This design comes from an exercise in tuning for a short achievable clock period and few clock cycles on the open sky130 flow, not from production work. At most, simulation tests tie the RTL to the original design; equivalence was not proved. No driver is modelled on the clock port, so clock power and skew are understated where the tree is cut down; a real chip needs a root buffer or a tree.

// lsp_prev_engine
module lsp_prev_engine
#(
  parameter int M      = 10,
  parameter int NP     = 4,
  parameter int SHIFT  = 3,
  parameter int ADDR_W = 11,
  parameter int DATA_W = 32
) (
  input  logic              clk,
  input  logic              reset,
  input  logic              start,
  input  logic              mode,
  input  logic [ADDR_W-1:0] x_base,
  input  logic [ADDR_W-1:0] g_base,
  input  logic [ADDR_W-1:0] fp_base,
  input  logic [ADDR_W-1:0] fg_base,
  input  logic [ADDR_W-1:0] out_base,
  input  logic [DATA_W-1:0] readIn,
  output logic [ADDR_W-1:0] readAddr,
  output logic [ADDR_W-1:0] writeAddr,
  output logic [DATA_W-1:0] writeOut,
  output logic              writeEn,
  output logic              busy,
  output logic              done
);
clock: 13.0 ns
lec_check: 0
abc_clock_period_in_ps: 3000
cap_margin: 20
core_margin: 2
core_utilization: 40
cts_cluster_diameter: 200
cts_cluster_size: 30
slew_margin: 20
standard.sh (not shown) runs the stock make flow with config.mk's settings and CLKGATE_MAP_FILE= SYNTH_SCRIPT=/design/flow/synth_recipe.tcl, a recipe that flattens the netlist after the stock synthesis.
==> flow/flow/run.sh <==
#!/bin/bash
set -euo pipefail
bash standard.sh SETUP_SLACK_MARGIN=9.5 finish > flow_make.log 2>&1
The starting point passed the timing, DRC and antenna checks.
Rerun with:
- CTS_CLUSTER_DIAMETER: 200 -> unset
- CTS_CLUSTER_SIZE: 30 -> unset
The new run produced a clean layout.
Area after synthesis is unchanged.
Sequential share of layout area decreases by 0.93 points.
Fmax came out lower by 1.3%.
Count of clock-buffer cells in the layout climbs by 41.
Routed wire length came out higher by 1.9%.
Global-route usage increases by 0.44 points.
Die area is unchanged.
Function was not checked in any run of this note: the RTL went through the layout flow alone.

* * *

Another version of the RTL of lsp_prev_engine (not shown whole).
Size: about 150 I/O pins, ~0.028 sq mm of cells after synthesis.
clock: 13.0 ns
lec_check: 0
abc_clock_period_in_ps: 1500
cap_margin: 20
core_margin: 2
core_utilization: 55
slew_margin: 20
==> flow/flow/run.sh <==
#!/bin/bash
# The standard layout (standard.sh), with:
#  - repair_timing aiming for a large setup margin (the SDC and its clock
#    period are unchanged) and resizing not limited to the same footprint;
set -euo pipefail
bash standard.sh SETUP_SLACK_MARGIN=9.6 MATCH_CELL_FOOTPRINT=0 \
  PRE_CTS_TCL="$PWD/flow/cts_tree.tcl" finish > flow_make.log 2>&1
Other scripts of this flow, unchanged in this note and not shown: flow/flow/cts_tree.tcl
Testbench counts at the start, summed over its fixed seeds: cycles 20,262.
==> next run, changes <==
ABC_CLOCK_PERIOD_IN_PS = 3000   (was 1500)
First-iteration DRC count does not change.
Final cell count stays the same.
Worst setup slack does not change.
Design area stays the same.
No run of this note takes its clock network from TritonCTS; it comes from the design's own scripts or RTL.

* * *

## north
lsp_prev_engine, a different RTL version from the one above (not shown whole).
Size: ~2700 cells after synthesis, roughly 150 I/O pins, about 28000 sq um of cells after synthesis.
export LEC_CHECK = 0
export ABC_CLOCK_PERIOD_IN_PS = 3000
export CAP_MARGIN = 20
export CORE_MARGIN = 2
export CORE_UTILIZATION = 40
export CTS_CLUSTER_DIAMETER = 150
export CTS_CLUSTER_SIZE = 20
export SLEW_MARGIN = 20
create_clock -name core_clock -period 13.0 [get_ports {clk}]
==> flow/flow/run.sh <==
#!/bin/bash
set -euo pipefail
bash standard.sh SETUP_SLACK_MARGIN=9.5 finish > flow_make.log 2>&1
Input-level comparison between south and north:
- swapping 40 for 55 in CORE_UTILIZATION
- clearing CTS_CLUSTER_SIZE, which used to be 20
- clearing CTS_CLUSTER_DIAMETER, which used to be 150
==> flow/flow/run.sh <==
#!/bin/bash
set -euo pipefail
bash standard.sh SETUP_SLACK_MARGIN=9.5 MATCH_CELL_FOOTPRINT=0 finish > flow_make.log 2>&1
[summary]
The via count of south exceeds that of north by 129.
| arrival time reported for the critical path endpoint | south vs north | 0.04 ns lower |
Shortest clock period the worst path allows after layout: south vs north down 0.040 ns
The lower die outline area of north and south is in south.
south reports a higher maximum frequency than north does.
Cell count after placement (lower): south
south against north: share of final layout cell area taken by clock buffers and inverters increased by 3.3 points relative to the old numbers.
south ends up with lower number of antenna repair diodes than north does.
Function was not checked in any run of this note: the RTL went through the layout flow alone.

* * *

== run A ==
Another version of the RTL of lsp_prev_engine (not shown whole).
Size: about 3000 cells after synthesis, ~530 flip-flops, about 31000 um^2 of cells after synthesis.
Settings: LEC_CHECK=0, ABC_CLOCK_PERIOD_IN_PS=3000, CAP_MARGIN=20, CORE_MARGIN=2, CORE_UTILIZATION=55, SLEW_MARGIN=20, SYNTH_HIERARCHICAL=1; clock period 13.0 ns.
==> flow/flow/run.sh <==
#!/bin/bash
# The standard layout (standard.sh), with:
#  - repair_timing aiming for a large setup margin (the SDC and its clock
#    period are unchanged) and resizing not limited to the same footprint;
set -euo pipefail
bash standard.sh SETUP_SLACK_MARGIN=10.2 MATCH_CELL_FOOTPRINT=0 \
  PRE_CTS_TCL="$PWD/flow/cts_tree.tcl" finish > flow_make.log 2>&1
==> flow/flow/cts_tree.tcl <==
# PRE_CTS hook: replaces clock_tree_synthesis with a two-level clock tree.
# The clock port drives up to four root clkbuf_16 (its fanout limit), each
# at the centre of the leaf buffers it drives: one leaf clkbuf_16 per
# cluster of nearby registers
# (k-means on the placed register positions); each leaf drives its cluster.
# Every register gets the same two buffers on its clock path.

proc my_two_level_tree { args } {
  set per_leaf 24
  if { [info exists ::env(TREE_SINKS_PER_LEAF)] } {
    set per_leaf $::env(TREE_SINKS_PER_LEAF)
  }
  set db [ord::get_db]
  set block [ord::get_db_block]
  set clknet [$block findNet clk]
  set master [$db findMaster sky130_fd_sc_hd__clkbuf_16]

  # registers' clock pins and their positions
  set sinks {}
  foreach it [$clknet getITerms] {
    set inst [$it getInst]
    set bb [$inst getBBox]
    set x [expr {([$bb xMin] + [$bb xMax]) / 2.0}]
    set y [expr {([$bb yMin] + [$bb yMax]) / 2.0}]
    lappend sinks [list $it $x $y]
  }
  set n [llength $sinks]
  set k [expr {max(1, int(ceil(double($n) / $per_leaf)))}]
  puts "tree: $n sinks, $k leaf buffers"

  # k-means, seeded by sorting on x then y in strips
  set sorted [lsort -real -index 1 $sinks]
  set cx {}; set cy {}
  for {set c 0} {$c < $k} {incr c} {
    set s [lindex $sorted [expr {int(($c + 0.5) * $n / $k)}]]
    lappend cx [lindex $s 1]; lappend cy [lindex $s 2]
  }
  set assign [lrepeat $n 0]
  for {set iter 0} {$iter < 40} {incr iter} {
    # balanced assignment: each cluster takes at most cap sinks
    set cap [expr {int(ceil(double($n) / $k)) + 2}]
    set cnt [lrepeat $k 0]
    set pairs {}
    for {set i 0} {$i < $n} {incr i} {
      set s [lindex $sinks $i]
      set x [lindex $s 1]; set y [lindex $s 2]
      set d {}
      for {set c 0} {$c < $k} {incr c} {
        lappend d [list $c [expr {abs($x - [lindex $cx $c]) + abs($y - [lindex $cy $c])}]]
      }
      set d [lsort -real -index 1 $d]
      # regret: how much worse the second choice is
      set reg [expr {[llength $d] > 1 ? [lindex $d 1 1] - [lindex $d 0 1] : 0}]
      lappend pairs [list $i $reg $d]
    }
    set pairs [lsort -real -decreasing -index 1 $pairs]
    foreach p $pairs {
      set i [lindex $p 0]
      foreach cd [lindex $p 2] {
        set c [lindex $cd 0]
        if {[lindex $cnt $c] < $cap} {
          lset assign $i $c
          lset cnt $c [expr {[lindex $cnt $c] + 1}]
          break
        }
      }
    }
    set sx [lrepeat $k 0.0]; set sy [lrepeat $k 0.0]
    for {set i 0} {$i < $n} {incr i} {
      set c [lindex $assign $i]
      set s [lindex $sinks $i]
      lset sx $c [expr {[lindex $sx $c] + [lindex $s 1]}]
      lset sy $c [expr {[lindex $sy $c] + [lindex $s 2]}]
    }
    for {set c 0} {$c < $k} {incr c} {
      if {[lindex $cnt $c] > 0} {
        lset cx $c [expr {[lindex $sx $c] / [lindex $cnt $c]}]
        lset cy $c [expr {[lindex $sy $c] / [lindex $cnt $c]}]
      }
    }
  }

  set nr [expr {min(4, $k)}]
  set lsorted {}
  for {set c 0} {$c < $k} {incr c} {
    lappend lsorted [list $c [lindex $cx $c] [lindex $cy $c]]
  }
  set lsorted [lsort -real -index 1 $lsorted]
  set rx {}; set ry {}
  for {set r 0} {$r < $nr} {incr r} {
    set s [lindex $lsorted [expr {int(($r + 0.5) * $k / $nr)}]]
    lappend rx [lindex $s 1]; lappend ry [lindex $s 2]
  }
  set lgrp [lrepeat $k 0]
  for {set iter 0} {$iter < 40} {incr iter} {
    set rcap [expr {int(ceil(double($k) / $nr)) + 1}]
    set rcnt [lrepeat $nr 0]
    set pairs {}
    for {set c 0} {$c < $k} {incr c} {
      set d {}
      for {set r 0} {$r < $nr} {incr r} {
        lappend d [list $r [expr {abs([lindex $cx $c] - [lindex $rx $r]) + abs([lindex $cy $c] - [lindex $ry $r])}]]
      }
      set d [lsort -real -index 1 $d]
      set reg [expr {[llength $d] > 1 ? [lindex $d 1 1] - [lindex $d 0 1] : 0}]
      lappend pairs [list $c $reg $d]
    }
    set pairs [lsort -real -decreasing -index 1 $pairs]
    foreach p $pairs {
      set c [lindex $p 0]
      foreach rd [lindex $p 2] {
        set r [lindex $rd 0]
        if {[lindex $rcnt $r] < $rcap} {
          lset lgrp $c $r
          lset rcnt $r [expr {[lindex $rcnt $r] + 1}]
          break
        }
      }
    }
    set sx [lrepeat $nr 0.0]; set sy [lrepeat $nr 0.0]
    for {set c 0} {$c < $k} {incr c} {
      set r [lindex $lgrp $c]
      lset sx $r [expr {[lindex $sx $r] + [lindex $cx $c]}]
      lset sy $r [expr {[lindex $sy $r] + [lindex $cy $c]}]
    }
    for {set r 0} {$r < $nr} {incr r} {
      if {[lindex $rcnt $r] > 0} {
        lset rx $r [expr {[lindex $sx $r] / [lindex $rcnt $r]}]
        lset ry $r [expr {[lindex $sy $r] / [lindex $rcnt $r]}]
      }
    }
  }
  set rootnets {}
  for {set r 0} {$r < $nr} {incr r} {
    set root [odb::dbInst_create $block $master clkbuf_root_$r]
    $root setLocation [expr {int([lindex $rx $r])}] [expr {int([lindex $ry $r])}]
    $root setPlacementStatus PLACED
    set rootnet [odb::dbNet_create $block clknet_root_$r]
    $rootnet setSigType CLOCK
    [$root findITerm A] connect $clknet
    [$root findITerm X] connect $rootnet
    lappend rootnets $rootnet
  }

  set leafnets {}
  for {set c 0} {$c < $k} {incr c} {
    set b [odb::dbInst_create $block $master clkbuf_leaf_$c]
    $b setLocation [expr {int([lindex $cx $c])}] [expr {int([lindex $cy $c])}]
    $b setPlacementStatus PLACED
    set net [odb::dbNet_create $block clknet_leaf_$c]
    $net setSigType CLOCK
    [$b findITerm A] connect [lindex $rootnets [lindex $lgrp $c]]
    [$b findITerm X] connect $net
    lappend leafnets $net
  }
  puts "tree: leaves per root $rcnt"
  for {set i 0} {$i < $n} {incr i} {
    set it [lindex [lindex $sinks $i] 0]
    $it disconnect
    $it connect [lindex $leafnets [lindex $assign $i]]
  }
  puts "tree: cluster sizes $cnt"
}

rename clock_tree_synthesis my_orig_clock_tree_synthesis
proc clock_tree_synthesis { args } {
  my_two_level_tree
}
Run A went all the way through synthesis, placement and routing and the layout is clean on timing, DRC and antenna.
Testbench counts of run A, summed over its fixed seeds: cycles 20,262.
## Diff of input files: run B against run A
# run A
export LEC_CHECK = 0
export ABC_CLOCK_PERIOD_IN_PS = 3000
export CAP_MARGIN = 20
export CORE_MARGIN = 2
export CORE_UTILIZATION = 55
export SLEW_MARGIN = 20
export SYNTH_HIERARCHICAL = 1
create_clock -name core_clock -period 13.0 [get_ports {clk}]
# run B
export LEC_CHECK = 0
export ABC_CLOCK_PERIOD_IN_PS = 3000
export CAP_MARGIN = 20
export CORE_MARGIN = 2
export CORE_UTILIZATION = 65
export SLEW_MARGIN = 20
export SYNTH_HIERARCHICAL = 1
create_clock -name core_clock -period 13.0 [get_ports {clk}]
--- a/flow/flow/run.sh
+++ b/flow/flow/run.sh
@@ -4,4 +4,4 @@
 #    period are unchanged) and resizing not limited to the same footprint;
 set -euo pipefail
-bash standard.sh SETUP_SLACK_MARGIN=10.2 MATCH_CELL_FOOTPRINT=0 \
+bash standard.sh SETUP_SLACK_MARGIN=9.6 MATCH_CELL_FOOTPRINT=0 \
   PRE_CTS_TCL="$PWD/flow/cts_tree.tcl" finish > flow_make.log 2>&1
==> comparison <==
The slew at the pin closest to its max-slew limit number comes out higher for run B vs run A. The lower routed metal-1 wirelength of run B and run A is in run B. In the tables for run B and run A, final worst slack reads lower with run A. Looking at die area, run B sits 8800 um^2 lower than run A does. In run B, the final design area excluding fillers came out 13% below the value in run A. Comparing run B and run A, the higher starting density of the core was measured on run B. Compared with run A, run B degrades final worst hold slack. Area taken by flip-flops and latches, run B and run A: lower on run B. Number of DRC markers in iteration 0 of run B exceeds that of run A by more than a quarter. Compared to run A, run B has routed wire length 9.1% lower.
## Diff of input files: run C against run B
# run B
export LEC_CHECK = 0
export ABC_CLOCK_PERIOD_IN_PS = 3000
export CAP_MARGIN = 20
export CORE_MARGIN = 2
export CORE_UTILIZATION = 65
export SLEW_MARGIN = 20
export SYNTH_HIERARCHICAL = 1
create_clock -name core_clock -period 13.0 [get_ports {clk}]
# run C
export LEC_CHECK = 0
export ABC_CLOCK_PERIOD_IN_PS = 3000
export CAP_MARGIN = 20
export CORE_MARGIN = 2
export CORE_UTILIZATION = 55
export SLEW_MARGIN = 20
export SYNTH_HIERARCHICAL = 1
create_clock -name core_clock -period 13.0 [get_ports {clk}]
Critical path capture point = readAddr[8]: run C; critical path capture point = done: run B. | final wirelength | run C vs run B | worse |. Delta (run C minus run B): cell area essentially unchanged.
For run D, these inputs were changed with respect to run C:
==> flow/flow/run.sh <==
#!/bin/bash
# The standard layout (standard.sh), with:
#  - repair_timing aiming for a large setup margin (the SDC and its clock
#    period are unchanged) and resizing not limited to the same footprint;
#  - flow/cts_tree.tcl in place of TritonCTS: a balanced two-level clock
#    tree of inverter pairs (the clock port drives 4 root clkinv_16, each
#    drives leaf clkinv_8, each leaf drives a cluster of registers).
# make's full output goes to flow_make.log; ORFS's per-step logs stay in orfs/logs.
set -euo pipefail
bash standard.sh SETUP_SLACK_MARGIN=10.0 MATCH_CELL_FOOTPRINT=0 \
  PRE_CTS_TCL="$PWD/flow/cts_tree.tcl" \
  TREE_ROOT_CELL=sky130_fd_sc_hd__clkinv_16 TREE_LEAF_CELL=sky130_fd_sc_hd__clkinv_8 \
  finish > flow_make.log 2>&1
--- a/flow/flow/cts_tree.tcl
+++ b/flow/flow/cts_tree.tcl
@@ -1,8 +1,2 @@
-# PRE_CTS hook: replaces clock_tree_synthesis with a two-level clock tree.
-# The clock port drives up to four root clkbuf_16 (its fanout limit), each
-# at the centre of the leaf buffers it drives: one leaf clkbuf_16 per
-# cluster of nearby registers
-# (k-means on the placed register positions); each leaf drives its cluster.
-# Every register gets the same two buffers on its clock path.
 
 proc my_two_level_tree { args } {
@@ -14,5 +8,13 @@
   set block [ord::get_db_block]
   set clknet [$block findNet clk]
-  set master [$db findMaster sky130_fd_sc_hd__clkbuf_16]
+  set root_cell sky130_fd_sc_hd__clkbuf_16
+  set leaf_cell sky130_fd_sc_hd__clkbuf_16
+  if { [info exists ::env(TREE_ROOT_CELL)] } { set root_cell $::env(TREE_ROOT_CELL) }
+  if { [info exists ::env(TREE_LEAF_CELL)] } { set leaf_cell $::env(TREE_LEAF_CELL) }
+  set rmaster [$db findMaster $root_cell]
+  set lmaster [$db findMaster $leaf_cell]
+  # output pin: X for buffers, Y for inverters
+  set rout [expr {[string match *clkinv* $root_cell] ? "Y" : "X"}]
+  set lout [expr {[string match *clkinv* $leaf_cell] ? "Y" : "X"}]
 
   # registers' clock pins and their positions
@@ -133,5 +135,5 @@
   set rootnets {}
   for {set r 0} {$r < $nr} {incr r} {
-    set root [odb::dbInst_create $block $master clkbuf_root_$r]
+    set root [odb::dbInst_create $block $rmaster clkbuf_root_$r]
     $root setLocation [expr {int([lindex $rx $r])}] [expr {int([lindex $ry $r])}]
     $root setPlacementStatus PLACED
@@ -139,5 +141,5 @@
     $rootnet setSigType CLOCK
     [$root findITerm A] connect $clknet
-    [$root findITerm X] connect $rootnet
+    [$root findITerm $rout] connect $rootnet
     lappend rootnets $rootnet
   }
@@ -145,5 +147,5 @@
   set leafnets {}
   for {set c 0} {$c < $k} {incr c} {
-    set b [odb::dbInst_create $block $master clkbuf_leaf_$c]
+    set b [odb::dbInst_create $block $lmaster clkbuf_leaf_$c]
     $b setLocation [expr {int([lindex $cx $c])}] [expr {int([lindex $cy $c])}]
     $b setPlacementStatus PLACED
@@ -151,5 +153,5 @@
     $net setSigType CLOCK
     [$b findITerm A] connect [lindex $rootnets [lindex $lgrp $c]]
-    [$b findITerm X] connect $net
+    [$b findITerm $lout] connect $net
     lappend leafnets $net
   }
Relative to run C, run D improves worst setup slack.
Compared with run C, in run D final area increased 11%, overall track demand over capacity in global routing higher, number of multi-input combinational cells barely changed, actual transition at the worst max-transition pin now smaller.
Reported for run D and run C, area of the placeable core turned out identical to the last digit.
Compared with run C, run D shows wire length of the first global-routing pass higher by 4.1%.
Worst setup path endpoint: readAddr[8] -> run C, r_ts[17] -> run D
In every run of this note, the design's own scripts or RTL, not TritonCTS, make the clock network.

[port drivers added, routing unchanged]
No port has a modelled driver above. Below, the same layouts with a new extraction and two added sets of constraints.
Step 1 (the two cells are an assumption about what drives the block):
set clk [get_ports {clk}]
set_driving_cell -lib_cell sky130_fd_sc_hd__clkbuf_16 $clk
set_driving_cell -lib_cell sky130_fd_sc_hd__buf_2 [delete_from_list [all_inputs] $clk]
Step 2 times the ports against the registers' clock, not the clock port: input delays grow and output delays shrink by t, the midpoint of the rising clock arrivals with the driver on.
a / b / c = no drivers / after step 1 / after step 2; a / b = the first two.
run | t (ns) | slack for setup (ns) | clock arrival spread, ns | worst register clock-pin slew, ns | pins driven straight from the clock port
the first run of note 1 | 0.591 | 9.240 / 9.180 / 9.075 | 0.032 / 0.032 | 0.12 / 0.12 | 1
the second run of note 1 | 0.629 | 9.189 / 9.130 / 9.067 | 0.021 / 0.022 | 0.06 / 0.06 | 1
the first run of note 2 | 0.466 | 9.499 / 9.381 / 9.476 | 0.048 / 0.047 | 0.10 / 0.10 | 4
the second run of note 2 | 0.466 | 9.499 / 9.381 / 9.476 | 0.048 / 0.047 | 0.10 / 0.10 | 4
north | 0.669 | 9.174 / 9.110 / 8.996 | 0.027 / 0.028 | 0.10 / 0.10 | 1
south | 0.661 | 9.214 / 9.157 / 8.937 | 0.033 / 0.033 | 0.07 / 0.07 | 1
run A | 0.484 | 9.575 / 9.440 / 9.562 | 0.091 / 0.091 | 0.10 / 0.10 | 4
run B | 0.470 | 9.583 / 9.467 / 9.443 | 0.053 / 0.052 | 0.11 / 0.11 | 4
run C | 0.481 | 9.575 / 9.442 / 9.448 | 0.073 / 0.073 | 0.10 / 0.10 | 4
run D | 0.480 | 9.690 / 9.431 / 9.578 | 0.068 / 0.068 | 0.11 / 0.11 | 4
After both steps setup and hold are still met in every run listed. For south, which loses most, drivers alone change the setup slack by -0.057 ns; drivers and shift together by -0.277 ns.
